This is an optimization exercise on Yosys and OpenROAD, whose aim is small area, a short achievable clock period and few clock cycles per item, not a production implementation.
The RTL was checked by simulation tests, not by an equivalence proof against the original design.

## design/flow/config.mk

```make
export PLATFORM = sky130hd
export DESIGN_NAME = mixed_number_adder
export DESIGN_NICKNAME = mixed_number_adder
export VERILOG_FILES = /design/flow/design.v
export SDC_FILE = /design/flow/constraint.sdc
export NUM_CORES = 4
export LEC_CHECK = 0
export CAP_MARGIN = 20
export CORE_MARGIN = 2
export CORE_UTILIZATION = 40
export SLEW_MARGIN = 20
```

## design/flow/constraint.sdc

```tcl
create_clock -name core_clock -period 10.0 [get_ports {clk_i}]
set_input_delay 2.0000 -clock core_clock [delete_from_list [all_inputs] [get_ports {clk_i}]]
set_output_delay 2.0000 -clock core_clock [all_outputs]
set_load 0.01 [all_outputs]
```

## design/flow/design.v

```verilog
package mna_pkg;
  localparam int unsigned WHOLE_W = 33;
  localparam int unsigned NUM_W   = 32;
  localparam int unsigned DEN_W   = 32;
  typedef enum logic [3:0] {
    ST_IDLE,
    ST_MUL0,
    ST_MUL1,
    ST_MUL2,
    ST_PREP,
    ST_RUN,
    ST_INIT2,
    ST_DIV2,
    ST_FIN
  } mna_state_e;
  typedef enum logic [1:0] {
    MUL_AD,   
    MUL_BC,   
    MUL_DD    
  } mna_mul_e;
  typedef struct packed {
    logic     load;        
    mna_mul_e mul_sel;
    logic     mul_en;
    logic     num_first;   
    logic     num_add;     
    logic     prep;        
    logic     run;         
    logic     div2_init;   
    logic     out_load;    
  } mna_cmd_t;
  typedef struct packed {
    logic zero_den;
    logic gcd_done;
    logic div_done;
  } mna_sts_t;
endpackage
module mna_ctrl (
  input  logic              clk_i,
  input  logic              rst_ni,
  input  logic              in_valid_i,
  output logic              in_ready_o,
  output logic              out_valid_o,
  input  logic              out_ready_i,
  input  mna_pkg::mna_sts_t sts_i,
  output mna_pkg::mna_cmd_t cmd_o
);
  mna_pkg::mna_state_e state_q, state_d;
  logic                out_valid_q, out_valid_d;
  logic                out_room;
  assign out_room = !out_valid_q || out_ready_i;
  always_comb begin
    state_d = state_q;
    case (state_q)
      mna_pkg::ST_IDLE: begin
        if (in_valid_i) begin
          state_d = sts_i.zero_den ? mna_pkg::ST_FIN : mna_pkg::ST_MUL0;
        end
      end
      mna_pkg::ST_MUL0:  state_d = mna_pkg::ST_MUL1;
      mna_pkg::ST_MUL1:  state_d = mna_pkg::ST_MUL2;
      mna_pkg::ST_MUL2:  state_d = mna_pkg::ST_PREP;
      mna_pkg::ST_PREP:  state_d = mna_pkg::ST_RUN;
      mna_pkg::ST_RUN: begin
        if (sts_i.gcd_done && sts_i.div_done) begin
          state_d = mna_pkg::ST_INIT2;
        end
      end
      mna_pkg::ST_INIT2: state_d = mna_pkg::ST_DIV2;
      mna_pkg::ST_DIV2: begin
        if (sts_i.div_done) begin
          state_d = mna_pkg::ST_FIN;
        end
      end
      mna_pkg::ST_FIN: begin
        if (out_room) begin
          state_d = mna_pkg::ST_IDLE;
        end
      end
      default: state_d = mna_pkg::ST_IDLE;
    endcase
  end
  always_comb begin
    cmd_o      = '0;
    cmd_o.mul_sel = mna_pkg::MUL_AD;
    in_ready_o = 1'b0;
    case (state_q)
      mna_pkg::ST_IDLE: begin
        in_ready_o = 1'b1;
        cmd_o.load = in_valid_i;
      end
      mna_pkg::ST_MUL0: begin
        cmd_o.mul_en  = 1'b1;
        cmd_o.mul_sel = mna_pkg::MUL_AD;
      end
      mna_pkg::ST_MUL1: begin
        cmd_o.mul_en    = 1'b1;
        cmd_o.mul_sel   = mna_pkg::MUL_BC;
        cmd_o.num_first = 1'b1;
      end
      mna_pkg::ST_MUL2: begin
        cmd_o.mul_en  = 1'b1;
        cmd_o.mul_sel = mna_pkg::MUL_DD;
        cmd_o.num_add = 1'b1;
      end
      mna_pkg::ST_PREP:  cmd_o.prep = 1'b1;
      mna_pkg::ST_RUN:   cmd_o.run = 1'b1;
      mna_pkg::ST_INIT2: cmd_o.div2_init = 1'b1;
      mna_pkg::ST_DIV2:  cmd_o.run = 1'b1;
      mna_pkg::ST_FIN:   cmd_o.out_load = out_room;
      default: begin
        cmd_o = '0;
      end
    endcase
  end
  always_comb begin
    out_valid_d = out_valid_q;
    if (cmd_o.out_load) begin
      out_valid_d = 1'b1;
    end else if (out_ready_i) begin
      out_valid_d = 1'b0;
    end
  end
  always_ff @(posedge clk_i or negedge rst_ni) begin
    if (!rst_ni) begin
      state_q     <= mna_pkg::ST_IDLE;
      out_valid_q <= 1'b0;
    end else begin
      state_q     <= state_d;
      out_valid_q <= out_valid_d;
    end
  end
  assign out_valid_o = out_valid_q;
endmodule
module mna_dp #(
  parameter int unsigned FIELD_WIDTH = 16
) (
  input  logic                                 clk_i,
  input  logic                                 rst_ni,
  input  mna_pkg::mna_cmd_t                    cmd_i,
  output mna_pkg::mna_sts_t                    sts_o,
  input  logic signed [FIELD_WIDTH-1:0]        whole_a_i,
  input  logic signed [FIELD_WIDTH-1:0]        num_a_i,
  input  logic signed [FIELD_WIDTH-1:0]        den_a_i,
  input  logic signed [FIELD_WIDTH-1:0]        whole_b_i,
  input  logic signed [FIELD_WIDTH-1:0]        num_b_i,
  input  logic signed [FIELD_WIDTH-1:0]        den_b_i,
  output logic signed [mna_pkg::WHOLE_W-1:0]   whole_sum_o,
  output logic signed [mna_pkg::NUM_W-1:0]     num_sum_o,
  output logic signed [mna_pkg::DEN_W-1:0]     den_sum_o,
  output logic                                 div_error_o
);
  localparam int unsigned FW = FIELD_WIDTH;
  localparam int unsigned PW = 2 * FIELD_WIDTH;
  localparam int unsigned NW = (2 * FIELD_WIDTH + 1 > 64) ? 64 : 2 * FIELD_WIDTH + 1;
  localparam int unsigned EW = (NW > mna_pkg::WHOLE_W) ? NW : mna_pkg::WHOLE_W;
  localparam int unsigned KW = $clog2(NW);
  localparam int unsigned CW = $clog2(NW + 1);
  logic signed [FW-1:0] wa_q, na_q, da_q, wb_q, nb_q, db_q;
  logic                 err_q;
  logic signed [FW-1:0] ma, mb;
  logic signed [PW-1:0] prod;
  logic signed [PW-1:0] p_q;
  logic signed [NW-1:0] p_ext;
  logic signed [NW-1:0] num_q;
  logic [NW-1:0] mag_num, mag_den;
  logic          sn_q, sd_q;
  logic [NW-1:0] md_q;
  logic [NW-1:0] ga_q, gb_q;
  logic [KW-1:0] k_q;
  logic [NW-1:0] gcd_val;
  logic [NW-1:0] dq0_q, dq1_q, rm0_q, rm1_q, dsor_q;
  logic [CW-1:0] cnt_q;
  logic [NW:0]   sh0, sh1, df0, df1;
  logic [NW-1:0] q_q;
  logic [EW-1:0] wa_e, wb_e, q_e, r_e, d_e, whole_e, num_e, den_e;
  logic [mna_pkg::WHOLE_W-1:0] whole_sum_q;
  logic [mna_pkg::NUM_W-1:0]   num_sum_q;
  logic [mna_pkg::DEN_W-1:0]   den_sum_q;
  logic                        div_error_q;
  assign sts_o.zero_den = (den_a_i == '0) || (den_b_i == '0);
  assign sts_o.gcd_done = (ga_q == '0);
  assign sts_o.div_done = (cnt_q == '0);
  always_ff @(posedge clk_i) begin
    if (cmd_i.load) begin
      wa_q  <= whole_a_i;
      na_q  <= num_a_i;
      da_q  <= den_a_i;
      wb_q  <= whole_b_i;
      nb_q  <= num_b_i;
      db_q  <= den_b_i;
      err_q <= sts_o.zero_den;
    end
  end
  always_comb begin
    case (cmd_i.mul_sel)
      mna_pkg::MUL_AD: begin
        ma = na_q;
        mb = db_q;
      end
      mna_pkg::MUL_BC: begin
        ma = nb_q;
        mb = da_q;
      end
      mna_pkg::MUL_DD: begin
        ma = da_q;
        mb = db_q;
      end
      default: begin
        ma = da_q;
        mb = db_q;
      end
    endcase
  end
  assign prod  = PW'(ma) * PW'(mb);
  assign p_ext = NW'(p_q);
  always_ff @(posedge clk_i) begin
    if (cmd_i.mul_en) begin
      p_q <= prod;
    end
    if (cmd_i.num_first) begin
      num_q <= p_ext;
    end else if (cmd_i.num_add) begin
      num_q <= num_q + p_ext;
    end
  end
  assign mag_num = num_q[NW-1] ? NW'(-num_q) : NW'(num_q);
  assign mag_den = p_ext[NW-1] ? NW'(-p_ext) : NW'(p_ext);
  assign gcd_val = gb_q << k_q;
  always_ff @(posedge clk_i) begin
    if (cmd_i.prep) begin
      sn_q <= num_q[NW-1];
      sd_q <= p_ext[NW-1];
      md_q <= mag_den;
      ga_q <= mag_num;
      gb_q <= mag_den;
      k_q  <= '0;
    end else if (cmd_i.run && (ga_q != '0)) begin
      if (!ga_q[0] && !gb_q[0]) begin
        ga_q <= ga_q >> 1;
        gb_q <= gb_q >> 1;
        k_q  <= k_q + KW'(1);
      end else if (!ga_q[0]) begin
        ga_q <= ga_q >> 1;
      end else if (!gb_q[0]) begin
        gb_q <= gb_q >> 1;
      end else if (ga_q >= gb_q) begin
        ga_q <= (ga_q - gb_q) >> 1;
      end else begin
        gb_q <= (gb_q - ga_q) >> 1;
      end
    end
  end
  assign sh0 = {rm0_q, dq0_q[NW-1]};
  assign sh1 = {rm1_q, dq1_q[NW-1]};
  assign df0 = sh0 - {1'b0, dsor_q};
  assign df1 = sh1 - {1'b0, dsor_q};
  always_ff @(posedge clk_i or negedge rst_ni) begin
    if (!rst_ni) begin
      cnt_q <= '0;
    end else if (cmd_i.prep || cmd_i.div2_init) begin
      cnt_q <= CW'(NW);
    end else if (cmd_i.run && (cnt_q != '0)) begin
      cnt_q <= cnt_q - CW'(1);
    end
  end
  always_ff @(posedge clk_i) begin
    if (cmd_i.prep) begin
      dq0_q  <= mag_num;
      dq1_q  <= '0;
      rm0_q  <= '0;
      rm1_q  <= '0;
      dsor_q <= mag_den;
    end else if (cmd_i.div2_init) begin
      q_q    <= dq0_q;
      dq0_q  <= md_q;
      dq1_q  <= rm0_q;
      rm0_q  <= '0;
      rm1_q  <= '0;
      dsor_q <= gcd_val;
    end else if (cmd_i.run && (cnt_q != '0)) begin
      if (!df0[NW]) begin
        rm0_q <= df0[NW-1:0];
        dq0_q <= {dq0_q[NW-2:0], 1'b1};
      end else begin
        rm0_q <= sh0[NW-1:0];
        dq0_q <= {dq0_q[NW-2:0], 1'b0};
      end
      if (!df1[NW]) begin
        rm1_q <= df1[NW-1:0];
        dq1_q <= {dq1_q[NW-2:0], 1'b1};
      end else begin
        rm1_q <= sh1[NW-1:0];
        dq1_q <= {dq1_q[NW-2:0], 1'b0};
      end
    end
  end
  assign wa_e    = EW'(wa_q);
  assign wb_e    = EW'(wb_q);
  assign q_e     = EW'(q_q);
  assign r_e     = EW'(dq1_q);
  assign d_e     = EW'(dq0_q);
  assign whole_e = wa_e + wb_e + ((sn_q ^ sd_q) ? (EW'(0) - q_e) : q_e);
  assign num_e   = sn_q ? (EW'(0) - r_e) : r_e;
  assign den_e   = sd_q ? (EW'(0) - d_e) : d_e;
  always_ff @(posedge clk_i) begin
    if (cmd_i.out_load) begin
      div_error_q <= err_q;
      if (err_q) begin
        whole_sum_q <= '0;
        num_sum_q   <= '0;
        den_sum_q   <= '0;
      end else begin
        whole_sum_q <= whole_e[mna_pkg::WHOLE_W-1:0];
        num_sum_q   <= num_e[mna_pkg::NUM_W-1:0];
        den_sum_q   <= den_e[mna_pkg::DEN_W-1:0];
      end
    end
  end
  assign whole_sum_o = whole_sum_q;
  assign num_sum_o   = num_sum_q;
  assign den_sum_o   = den_sum_q;
  assign div_error_o = div_error_q;
endmodule
module mixed_number_adder #(
  parameter int unsigned FIELD_WIDTH = 16
) (
  input  logic                               clk_i,
  input  logic                               rst_ni,
  input  logic                               in_valid_i,
  output logic                               in_ready_o,
  input  logic signed [FIELD_WIDTH-1:0]      whole_a_i,
  input  logic signed [FIELD_WIDTH-1:0]      num_a_i,
  input  logic signed [FIELD_WIDTH-1:0]      den_a_i,
  input  logic signed [FIELD_WIDTH-1:0]      whole_b_i,
  input  logic signed [FIELD_WIDTH-1:0]      num_b_i,
  input  logic signed [FIELD_WIDTH-1:0]      den_b_i,
  output logic                               out_valid_o,
  input  logic                               out_ready_i,
  output logic signed [mna_pkg::WHOLE_W-1:0] whole_sum_o,
  output logic signed [mna_pkg::NUM_W-1:0]   num_sum_o,
  output logic signed [mna_pkg::DEN_W-1:0]   den_sum_o,
  output logic                               div_error_o
);
  mna_pkg::mna_cmd_t cmd;
  mna_pkg::mna_sts_t sts;
  mna_ctrl u_ctrl (
    .clk_i       (clk_i),
    .rst_ni      (rst_ni),
    .in_valid_i  (in_valid_i),
    .in_ready_o  (in_ready_o),
    .out_valid_o (out_valid_o),
    .out_ready_i (out_ready_i),
    .sts_i       (sts),
    .cmd_o       (cmd)
  );
  mna_dp #(
    .FIELD_WIDTH (FIELD_WIDTH)
  ) u_dp (
    .clk_i       (clk_i),
    .rst_ni      (rst_ni),
    .cmd_i       (cmd),
    .sts_o       (sts),
    .whole_a_i   (whole_a_i),
    .num_a_i     (num_a_i),
    .den_a_i     (den_a_i),
    .whole_b_i   (whole_b_i),
    .num_b_i     (num_b_i),
    .den_b_i     (den_b_i),
    .whole_sum_o (whole_sum_o),
    .num_sum_o   (num_sum_o),
    .den_sum_o   (den_sum_o),
    .div_error_o (div_error_o)
  );
endmodule
```

## design/flow/run.sh

```bash
#!/bin/bash
# synth_recipe.tcl (not shown) runs the flow's synth.tcl, then flattens the netlist and writes it again
# the make line also repeats each setting of config.mk as NAME=value (left out here)
make -C /OpenROAD-flow-scripts/flow DESIGN_CONFIG=/design/flow/config.mk WORK_HOME=/design/flow/orfs CLKGATE_MAP_FILE= SYNTH_SCRIPT=/design/flow/synth_recipe.tcl finish
```

==> reports/results.md <==
Drt
* 144000 um — detailed-route wire length
* 5.58 — via-per-instance ratio
* 6 — drt pass-1 iters
* 0 — number of antenna-violating nets in the routed design
* 0 — drt drc
* 37600 — Vias
* 21.4 um — drt wl/cell
* 3144 — number of DRC violations after detailed-routing iteration 0

Floorplanning
* 126 — FP Rows
* 348 um — Horiz. Die Dim
* 121000 um2 — Die Area
* 40.1% — initial core utilization
* 348 um — Die Span Y
* 200 — boundary pin count
* 118000 um2 — Core Footprint

Placement
* 0.952 — final estimated routing congestion in global placement
* 6613 — post-placement cell count
* 199 — Port-buffer cells
* 113000 um — half-perimeter wire length after detailed placement

Global route
* 32.6% — met1 GRT Util
* 222000 um — global-route wire length before repair
* 87 — maximum number of pins on one net before global-route repair
* 38.6% — M2 GR Usage
* 3.21% — met3 usage in global routing
* 0 — Congestion Overflow GR
* met2 — routing layer with the top usage in global route
* 23.7% — gr usage total
* 36900 — via count of the first global-routing pass
* 8 — antenna violations before repair

Yosys
* 29.3% — Yosys top cell area share
* 460 — number of enable-type register cells in the synthesized netlist
* 2 — Ys Warns
* 1.91% — fraction of registers with async set/reset
* edfxtp_1 — Synth area leader
* 47200 um2 — total standard cell area after synthesis
* 9.38 um2 — Mapped Avg Cell Area
* 5033 — cells after synthesis
* edfxtp_1 — primary flip-flop cell chosen by synthesis mapping
* 90 — number of distinct library cell variants in the gate-level netlist after synthesis
* 576 — total of flip-flops plus latches after synthesis
* 34.3% — sequential fraction of the synthesis area
* edfxtp_1 29%, fa_1 11%, ha_1 8.0% — dominant cells by area after synthesis

Clock network
* 0 — total of hold buffers inserted after clock tree synthesis
* 576 — # clock sinks
* built — TritonCTS clock tree
* 3 — count of H-tree levels built during CTS
* clkbuf_16 — Clk Tree Root Cell
* 3 — clock tree buffer depth
* 0 — post-CTS setup buffer count
* 0.06 ns — clock input transition at the sequential cells of the worst setup and hold paths
* 0.66 ns — Clk Latency, worst-skew pair
* 0 — quantity of gates resized following cts
* 70 — number of clock buffers inserted by TritonCTS

Final layout
* 11300 — filler cell count in the final layout
* 45.2% — utilization of the core after routing
* 6741 — Finished Layout Cells
* 12.6% — synthesis-to-layout area growth
* 5822 — post-layout net count
* 4.94% — fraction of layout instances using a drive strength above 1

Timing
* 24.2% — worst slew slack as a fraction of its limit
* 0 ns — setup total negative slack
* 0 — Hold Fails Final Rpt
* 0 — final-report max-slew violation count
* 116 MHz — maximum clock frequency
* 86.4% — final critical-path share of the clock period
* no — unrepaired setup endpoints after global routing
* 8.64 ns — final critical path time including I/O delays and setup
* 0 — total of endpoints with negative setup slack in the final report
* 1.13 ns — transition at the pin with the smallest max-transition slack
* 0.0330 ns — Clock Skew

Setup path
* 0.91 ns — CP max stage delay
* 25 — biggest fanout along the worst timing path
* 25 — logic depth of the worst register-to-register path
* 1.36 ns — reg-to-reg setup timing slack
* register to register — Setup Crit Path Kind
* 9.03 ns — CP Data Arrival Time
* u_dp.p_q[31] — Worst Setup EP
* u_ctrl.state_q[2] — timing startpoint of the critical path
* register — Setup crit end kind
* 25 — Levels on crit path
* u_ctrl.state_q[2] — worst r2r src
* u_dp.p_q[31] — end of the worst register-to-register path
* fa_1 — cell repeated most along the worst path
* 4 — number of buffer and inverter instances along the worst setup path
* mux2i_1 — Slowest-stage cell, CP
* 10.39 ns — Data required, critical path
* adder cells — cell family contributing the most delay on the critical path
* register — nature of the critical path startpoint

Flow run
* 0 — max_cap viols

Run status
* finished clean — run status

Worst hold path
* register to register — type of the tightest min-delay check
* 2 — number of stages on the worst hold path

==> worst min path at each step <==
stage / end / slack, ns / from
after floorplan: u_dp.sn_q / 0.42 / u_dp.num_q[32]
after global placement: u_dp.dq1_q[32] / 0.45 / u_dp.dq1_q[32]
after detailed placement: u_dp.dq1_q[32] / 0.46 / u_dp.dq1_q[32]
after CTS: u_dp.dq1_q[32] / 0.47 / u_dp.dq1_q[32]
after global routing: u_dp.dq1_q[32] / 0.49 / u_dp.dq1_q[32]
final: u_dp.dq1_q[32] / 0.47 / u_dp.dq1_q[32]
==> worst register-to-register path, stage by stage (launching register included) <==
cell and delay (ns):
dfrtp_1 0.46, nor2_1 0.22, and2_4 0.40, nor2b_4 0.36, mux2i_1 0.91, nor2_1 0.16, fa_1 0.58, inv_1 0.05
fa_1 0.46, fa_1 0.53, inv_1 0.05, ha_1 0.28, fa_1 0.49, inv_1 0.05, fa_1 0.47, inv_1 0.04
ha_1 0.32, and3_1 0.22, a211o_1 0.32, a2111oi_0 0.59, o31ai_1 0.29, a21bo_2 0.28, a211oi_1 0.43, o21ai_0 0.16
a21oi_1 0.19, xnor2_1 0.09
==> stage by stage <==
step | instance area [um2] | hold WS [ns] | setup slack [ns]
final | 53100 | 0.468 | 1.36
after global routing | 53100 | 0.492 | 0.786
after CTS | 53100 | 0.472 | 1.38
after detailed placement | 50800 | 0.461 | 1.41
after global placement | 50800 | 0.448 | 1.48
after floorplan | 47200 | 0.424 | 1.60
==> final cells by class <==
| type | instances | area [um2] | share of cell area (%) |
|---|---|---|---|
| timing repair buffer | 262 | 2480 | 4.67 |
| inverter | 503 | 1890 | 3.56 |
| clock buffer | 83 | 1870 | 3.52 |
| sequential | 576 | 16200 | 30.5 |
| multi-input combinational | 3737 | 28400 | 53.4 |
| clock inverter | 43 | 395 | 0.744 |
| antenna | 1 | 2.50 | 0.00471 |
| tap | 1536 | 1920 | 3.62 |
==> registers in the layout, indices dropped and copies added (netlist names), 33 cells and up <==
name / count
u_dp.dq0_q: 33
u_dp.dq1_q: 33
u_dp.dsor_q: 33
u_dp.ga_q: 33
u_dp.gb_q: 33
u_dp.md_q: 33
u_dp.num_q: 33
u_dp.q_q: 33
u_dp.rm0_q: 33
u_dp.rm1_q: 33
u_dp.whole_sum_q: 33
==> cells in the final DEF (no fill, tap or decap), drive strengths merged, types with 47 or more instances in the layout <==
| cell type | n |
|---|---|
| o31ai | 61 |
| a22oi | 47 |
| a31oi | 47 |
| fa | 269 |
| xnor2 | 199 |
| ha | 303 |
| xor2 | 165 |
| mux2i | 115 |
| a21o | 140 |
| clkbuf | 83 |
| a21oi | 309 |
| nor3 | 53 |
| dfxtp | 105 |
| inv | 509 |
| clkdlybuf4s50 | 198 |
| o21ai | 297 |
| edfxtp | 460 |
| nand2 | 536 |
| nor2 | 453 |
| buf | 64 |
| nand3 | 107 |
==> routing by layer <==
layer / vias to the layer above / part of all wire, %
li1: 18000 / -
met1: 18300 / 45
met2: 1176 / 46
met3: 193 / 6.0
met4: 2 / 3.0
met5: - / 0.0090
==> cells by family after synthesis <==
| group | synth area share (%) |
|---|---|
| AND/OR/NAND/NOR | 13.8 |
| multiplexers | 3.37 |
| flip-flops | 34.3 |
| other | 0.00794 |
| adder cells (fa/ha/maj) | 19.4 |
| AO/OA/AOI/OAI | 16.6 |
| XOR/XNOR | 6.75 |
| buffers and inverters | 5.75 |
==> Yosys cell counts (all sizes together) (18+ instances only) <==
master	n
a22oi	47
nand2b	39
or4	29
or3	33
o21bai	26
o21a	36
buf	24
xor2	165
nor4	40
o211ai	33
mux2i	115
a221oi	27
inv	501
nor2b	32
o22ai	18
nand3	107
nand2	536
edfxtp	460
nor3	53
a31oi	47
o41ai	30
and3	25
o31ai	61
a21o	140
clkbuf	194
dfxtp	105
ha	303
nand4	29
a21oi	309
fa	269
nor2	453
a211oi	40
xnor2	199
o21ai	297
Testbench counts, summed over its fixed seeds: cycles 234,523, items 3,200.

[afterwards: timing with drivers on the ports]
The results above use ideal ports. As a check the final layout listed here was re-extracted and re-timed, cells and wires unchanged. Step 1 (the two cells are an assumption about what drives the block):
set clk [get_ports {clk_i}]
set_driving_cell -lib_cell sky130_fd_sc_hd__clkbuf_16 $clk
set_driving_cell -lib_cell sky130_fd_sc_hd__buf_2 [delete_from_list [all_inputs] $clk]
Step 2 times the ports against the registers' clock, not the clock port: input delays grow and output delays shrink by t, the midpoint of the rising clock arrivals with the driver on. a / b / c = no drivers / after step 1 / after step 2; a / b = the first two.
t, ns: 0.718
setup slack, ns: 1.362 / 1.362 / 1.362
worst hold slack (ns): 0.468 / 0.468 / 0.468
worst setup path after step 2: register to register
worst slew at a driven data input, ns: 0.06
After both steps setup and hold are still met in this run. The setup slack of this run moves by 0.000 ns with the drivers and by 0.000 ns with both steps.
